From an optimization exercise on the open Yosys and OpenROAD flow, aimed at small area, a short achievable clock period and few clock cycles per item; shortcuts taken in it are not production practice. Function was checked by simulation only, so behaviour that the tests miss may differ from the original. Power is estimated from default activity; no workload was simulated.

## run 3
Design deque_search, start of the top module:
module deque_search (
  input  logic        clk,
  input  logic        rst_n,
  input  logic        start,
  output logic        busy,
  input  logic [2:0]  in_cmd,
  input  logic [31:0] in_value,
  output logic        out_valid,
  output logic [1:0]  out_status,
  output logic [31:0] out_found_value,
  output logic [6:0]  out_count
);
==> module dqvs_ctrl, before the edit <==
module dqvs_ctrl #(
  parameter int DEPTH = dqvs_pkg::DEPTH_DEF
) (
  input  logic             clk,
  input  logic             rst_n,
  input  logic             start,
  output logic             busy,
  input  dqvs_pkg::in_t    in_data,
  output logic             out_valid,
  output dqvs_pkg::out_t   out_data,
  output logic [DEPTH-1:0] we,
  output logic [31:0]      value,
  input  logic [DEPTH-1:0] eq
);
  localparam int PTR_W = $clog2(DEPTH);
  localparam int CNT_W = $clog2(DEPTH + 1);
  localparam logic [CNT_W-1:0] FULL_CNT = CNT_W'(DEPTH);
  logic              v0_r;
  logic              pb0_r, pf0_r, qf0_r, qb0_r, sr0_r;   
  logic [1:0]        cls0_r;                              
  logic [31:0]       val0_r;
  logic              rst0_n_r;                            
  logic [7:0]        fhi_r, flo_r;   
  logic [7:0]        bhi_r, blo_r;   
  logic [CNT_W-1:0]  cnt_r;
  logic              full_r, empty_r;
  logic [DEPTH-1:0]  held_r;
  logic              v1_r, srch1_r;
  logic [1:0]        st1_r;
  logic [CNT_W-1:0]  cnt1_r;
  logic [31:0]       key1_r;
  logic [DEPTH/2-1:0] match1_r;   
  logic              out_valid_r;
  dqvs_pkg::out_t    out_r;
  logic [DEPTH-1:0]  clr_held;
  logic              push_b, push_f, pop_f, pop_b, push, pop;
  logic [1:0]        st;
  logic [CNT_W-1:0]  cnt_nxt;
  logic              found;
  always_ff @(posedge clk) begin
    if (!rst_n) begin
      v0_r  <= 1'b0;
      pb0_r <= 1'b0;
      pf0_r <= 1'b0;
      qf0_r <= 1'b0;
      qb0_r <= 1'b0;
    end else begin
      v0_r  <= start;
      pb0_r <= start && (in_data.cmd == dqvs_pkg::CMD_PUSH_BACK);
      pf0_r <= start && (in_data.cmd == dqvs_pkg::CMD_PUSH_FRONT);
      qf0_r <= start && (in_data.cmd == dqvs_pkg::CMD_POP_FRONT);
      qb0_r <= start && (in_data.cmd == dqvs_pkg::CMD_POP_BACK);
    end
  end
  always_ff @(posedge clk) begin
    sr0_r    <= (in_data.cmd == dqvs_pkg::CMD_SEARCH);
    cls0_r   <= {in_data.cmd[2:1] == 2'b00, in_data.cmd[2:1] == 2'b01};
    val0_r   <= in_data.value;
    rst0_n_r <= rst_n;
  end
  assign push_b = pb0_r && !full_r;
  assign push_f = pf0_r && !full_r;
  assign pop_f  = qf0_r && !empty_r;
  assign pop_b  = qb0_r && !empty_r;
  assign push   = push_b || push_f;
  assign pop    = pop_f || pop_b;
  always_comb begin
    st = dqvs_pkg::ST_OK;
    if (cls0_r[1] && full_r)  st = dqvs_pkg::ST_FULL;
    if (cls0_r[0] && empty_r) st = dqvs_pkg::ST_EMPTY;
  end
  logic [7:0] fhi, flo, bhi, blo;
  assign fhi = fhi_r;
  assign flo = flo_r;
  assign bhi = bhi_r;
  assign blo = blo_r;
  for (genvar i = 0; i < DEPTH; i++) begin : g_ent
    localparam int NX = (i + 1) % DEPTH;
    assign we[i]       = (push_b && bhi[i/8] && blo[i%8]) || (push_f && fhi[NX/8] && flo[NX%8]);
    assign clr_held[i] = (pop_f && fhi[i/8] && flo[i%8]) || (pop_b && bhi[NX/8] && blo[NX%8]);
  end
  always_comb begin
    cnt_nxt = cnt_r;
    if (push) cnt_nxt = cnt_r + CNT_W'(1);
    else if (pop) cnt_nxt = cnt_r - CNT_W'(1);
  end
  always_ff @(posedge clk) begin
    if (!rst0_n_r) begin
      fhi_r   <= 8'd1;
      flo_r   <= 8'd1;
      bhi_r   <= 8'd1;
      blo_r   <= 8'd1;
      cnt_r   <= '0;
      full_r  <= 1'b0;
      empty_r <= 1'b1;
      held_r  <= '0;
    end else begin
      if (push_b) begin
        blo_r <= {blo_r[6:0], blo_r[7]};
        if (blo_r[7]) bhi_r <= {bhi_r[6:0], bhi_r[7]};
      end
      if (pop_b) begin
        blo_r <= {blo_r[0], blo_r[7:1]};
        if (blo_r[0]) bhi_r <= {bhi_r[0], bhi_r[7:1]};
      end
      if (pop_f) begin
        flo_r <= {flo_r[6:0], flo_r[7]};
        if (flo_r[7]) fhi_r <= {fhi_r[6:0], fhi_r[7]};
      end
      if (push_f) begin
        flo_r <= {flo_r[0], flo_r[7:1]};
        if (flo_r[0]) fhi_r <= {fhi_r[0], fhi_r[7:1]};
      end
      cnt_r   <= cnt_nxt;
      full_r  <= (cnt_nxt == FULL_CNT);
      empty_r <= (cnt_nxt == '0);
      held_r  <= (held_r | we) & ~clr_held;
    end
  end
  always_ff @(posedge clk) begin
    if (!rst_n) begin
      v1_r <= 1'b0;
    end else begin
      v1_r <= v0_r;
    end
  end
  always_ff @(posedge clk) begin
    srch1_r  <= sr0_r;
    st1_r    <= st;
    cnt1_r   <= cnt_nxt;
    key1_r   <= val0_r;
    for (int k = 0; k < DEPTH / 2; k++) begin
      match1_r[k] <= (eq[2*k] && held_r[2*k]) || (eq[2*k+1] && held_r[2*k+1]);
    end
  end
  assign found = |match1_r;
  always_ff @(posedge clk) begin
    if (!rst_n) begin
      out_valid_r <= 1'b0;
    end else begin
      out_valid_r <= v1_r;
    end
  end
  always_ff @(posedge clk) begin
    out_r.count <= cnt1_r;
    if (srch1_r) begin
      out_r.status      <= found ? dqvs_pkg::ST_OK : dqvs_pkg::ST_NOTFOUND;
      out_r.found_value <= found ? key1_r : '0;
    end else begin
      out_r.status      <= st1_r;
      out_r.found_value <= '0;
    end
  end
  assign value     = val0_r;
  assign busy      = 1'b0;
  assign out_valid = out_valid_r;
  assign out_data  = out_r;
endmodule
Settings: LEC_CHECK=0, CAP_MARGIN=20, CORE_MARGIN=2, CORE_UTILIZATION=55, CTS_CLUSTER_DIAMETER=100, CTS_CLUSTER_SIZE=24, SETUP_SLACK_MARGIN=2.6, SLEW_MARGIN=20; clock period 5.0 ns.
run.sh (not shown) runs the stock make flow with config.mk's settings and CLKGATE_MAP_FILE= SYNTH_SCRIPT=/design/flow/synth_recipe.tcl, a recipe that flattens the netlist after the stock synthesis.
Testbench counts of run 3, summed over its fixed seeds: cycles 12,024, commands 12,000.
Inputs modified between run 3 and run 5:
diff --git a/flow/design.v b/flow/design.v
--- a/flow/design.v
+++ b/flow/design.v
@@ -63,7 +63,7 @@
   localparam int CNT_W = $clog2(DEPTH + 1);
   localparam logic [CNT_W-1:0] FULL_CNT = CNT_W'(DEPTH);
   logic              v0_r;
-  logic              pb0_r, pf0_r, qf0_r, qb0_r, sr0_r;   
+  logic              pb0_ok_r, pf0_ok_r, qf0_ok_r, qb0_ok_r, sr0_r;
   logic [1:0]        cls0_r;                              
   logic [31:0]       val0_r;
   logic              rst0_n_r;                            
@@ -84,19 +84,20 @@
   logic [1:0]        st;
   logic [CNT_W-1:0]  cnt_nxt;
   logic              found;
+  logic              full_nxt, empty_nxt;
   always_ff @(posedge clk) begin
     if (!rst_n) begin
       v0_r  <= 1'b0;
-      pb0_r <= 1'b0;
-      pf0_r <= 1'b0;
-      qf0_r <= 1'b0;
-      qb0_r <= 1'b0;
+      pb0_ok_r <= 1'b0;
+      pf0_ok_r <= 1'b0;
+      qf0_ok_r <= 1'b0;
+      qb0_ok_r <= 1'b0;
     end else begin
       v0_r  <= start;
-      pb0_r <= start && (in_data.cmd == dqvs_pkg::CMD_PUSH_BACK);
-      pf0_r <= start && (in_data.cmd == dqvs_pkg::CMD_PUSH_FRONT);
-      qf0_r <= start && (in_data.cmd == dqvs_pkg::CMD_POP_FRONT);
-      qb0_r <= start && (in_data.cmd == dqvs_pkg::CMD_POP_BACK);
+      pb0_ok_r <= start && (in_data.cmd == dqvs_pkg::CMD_PUSH_BACK)  && !full_nxt;
+      pf0_ok_r <= start && (in_data.cmd == dqvs_pkg::CMD_PUSH_FRONT) && !full_nxt;
+      qf0_ok_r <= start && (in_data.cmd == dqvs_pkg::CMD_POP_FRONT)  && !empty_nxt;
+      qb0_ok_r <= start && (in_data.cmd == dqvs_pkg::CMD_POP_BACK)   && !empty_nxt;
     end
   end
   always_ff @(posedge clk) begin
@@ -105,10 +106,10 @@
     val0_r   <= in_data.value;
     rst0_n_r <= rst_n;
   end
-  assign push_b = pb0_r && !full_r;
-  assign push_f = pf0_r && !full_r;
-  assign pop_f  = qf0_r && !empty_r;
-  assign pop_b  = qb0_r && !empty_r;
+  assign push_b = pb0_ok_r;
+  assign push_f = pf0_ok_r;
+  assign pop_f  = qf0_ok_r;
+  assign pop_b  = qb0_ok_r;
   assign push   = push_b || push_f;
   assign pop    = pop_f || pop_b;
   always_comb begin
@@ -131,6 +132,8 @@
     if (push) cnt_nxt = cnt_r + CNT_W'(1);
     else if (pop) cnt_nxt = cnt_r - CNT_W'(1);
   end
+  assign full_nxt  = rst0_n_r && ((push && cnt_r == FULL_CNT - CNT_W'(1)) || (full_r && !pop));
+  assign empty_nxt = !rst0_n_r || (pop && cnt_r == CNT_W'(1)) || (empty_r && !push);
   always_ff @(posedge clk) begin
     if (!rst0_n_r) begin
       fhi_r   <= 8'd1;
@@ -159,8 +162,8 @@
         if (flo_r[0]) fhi_r <= {fhi_r[0], fhi_r[7:1]};
       end
       cnt_r   <= cnt_nxt;
-      full_r  <= (cnt_nxt == FULL_CNT);
-      empty_r <= (cnt_nxt == '0);
+      full_r  <= full_nxt;
+      empty_r <= empty_nxt;
       held_r  <= (held_r | we) & ~clr_held;
     end
   end
### Flow results
Summary: synthesized area, run 5 worse than run 3. In terms of power in the clock group, run 5 and run 3 differ only marginally. Of the two values seen for critical path's slowest cell, sky130_fd_sc_hd__nor2_2 was produced by run 3 and sky130_fd_sc_hd__dfxtp_4 by run 5. From run 3 to run 5, post-route setup TNS did not move at all. Area of the die was higher in the run labelled run 5. Worst setup slack, run 3 and run 5: larger value in run 3. Run 5: utilization is 0.65 points lower than what run 3 reported. Run 5 against run 3: switching power climbed about 1%; vias per cell flat; total power +0.64%.
Testbench counts of run 5, summed over its fixed seeds: cycles 12,024, commands 12,000.

[afterwards: timing with drivers on the ports]
No port has a modelled driver above. Below, the same layouts with a new extraction and two added sets of constraints. Step 1, drivers: a clkbuf_16 drives clk and a buf_2 each remaining input, both assumed. Step 2 adds t to the input delays and takes it off the output delays; t is the mean of the earliest and latest rising clock arrival at the registers after step 1. Input paths then give back, and output paths get back, about the clock's delay inside the block. Slacks: ideal ports / drivers / drivers and shift; pairs: ideal ports / drivers.
run	t (ns)	setup WS [ns]	worst setup path at the end	slew at the worst register clock pin (ns)
run 3	0.851	2.598 / 2.578 / 2.598	register to register	0.11 / 0.11
run 5	0.847	2.557 / 2.557 / 2.557	register to register	0.11 / 0.11
After both steps setup and hold are still met in every run listed.
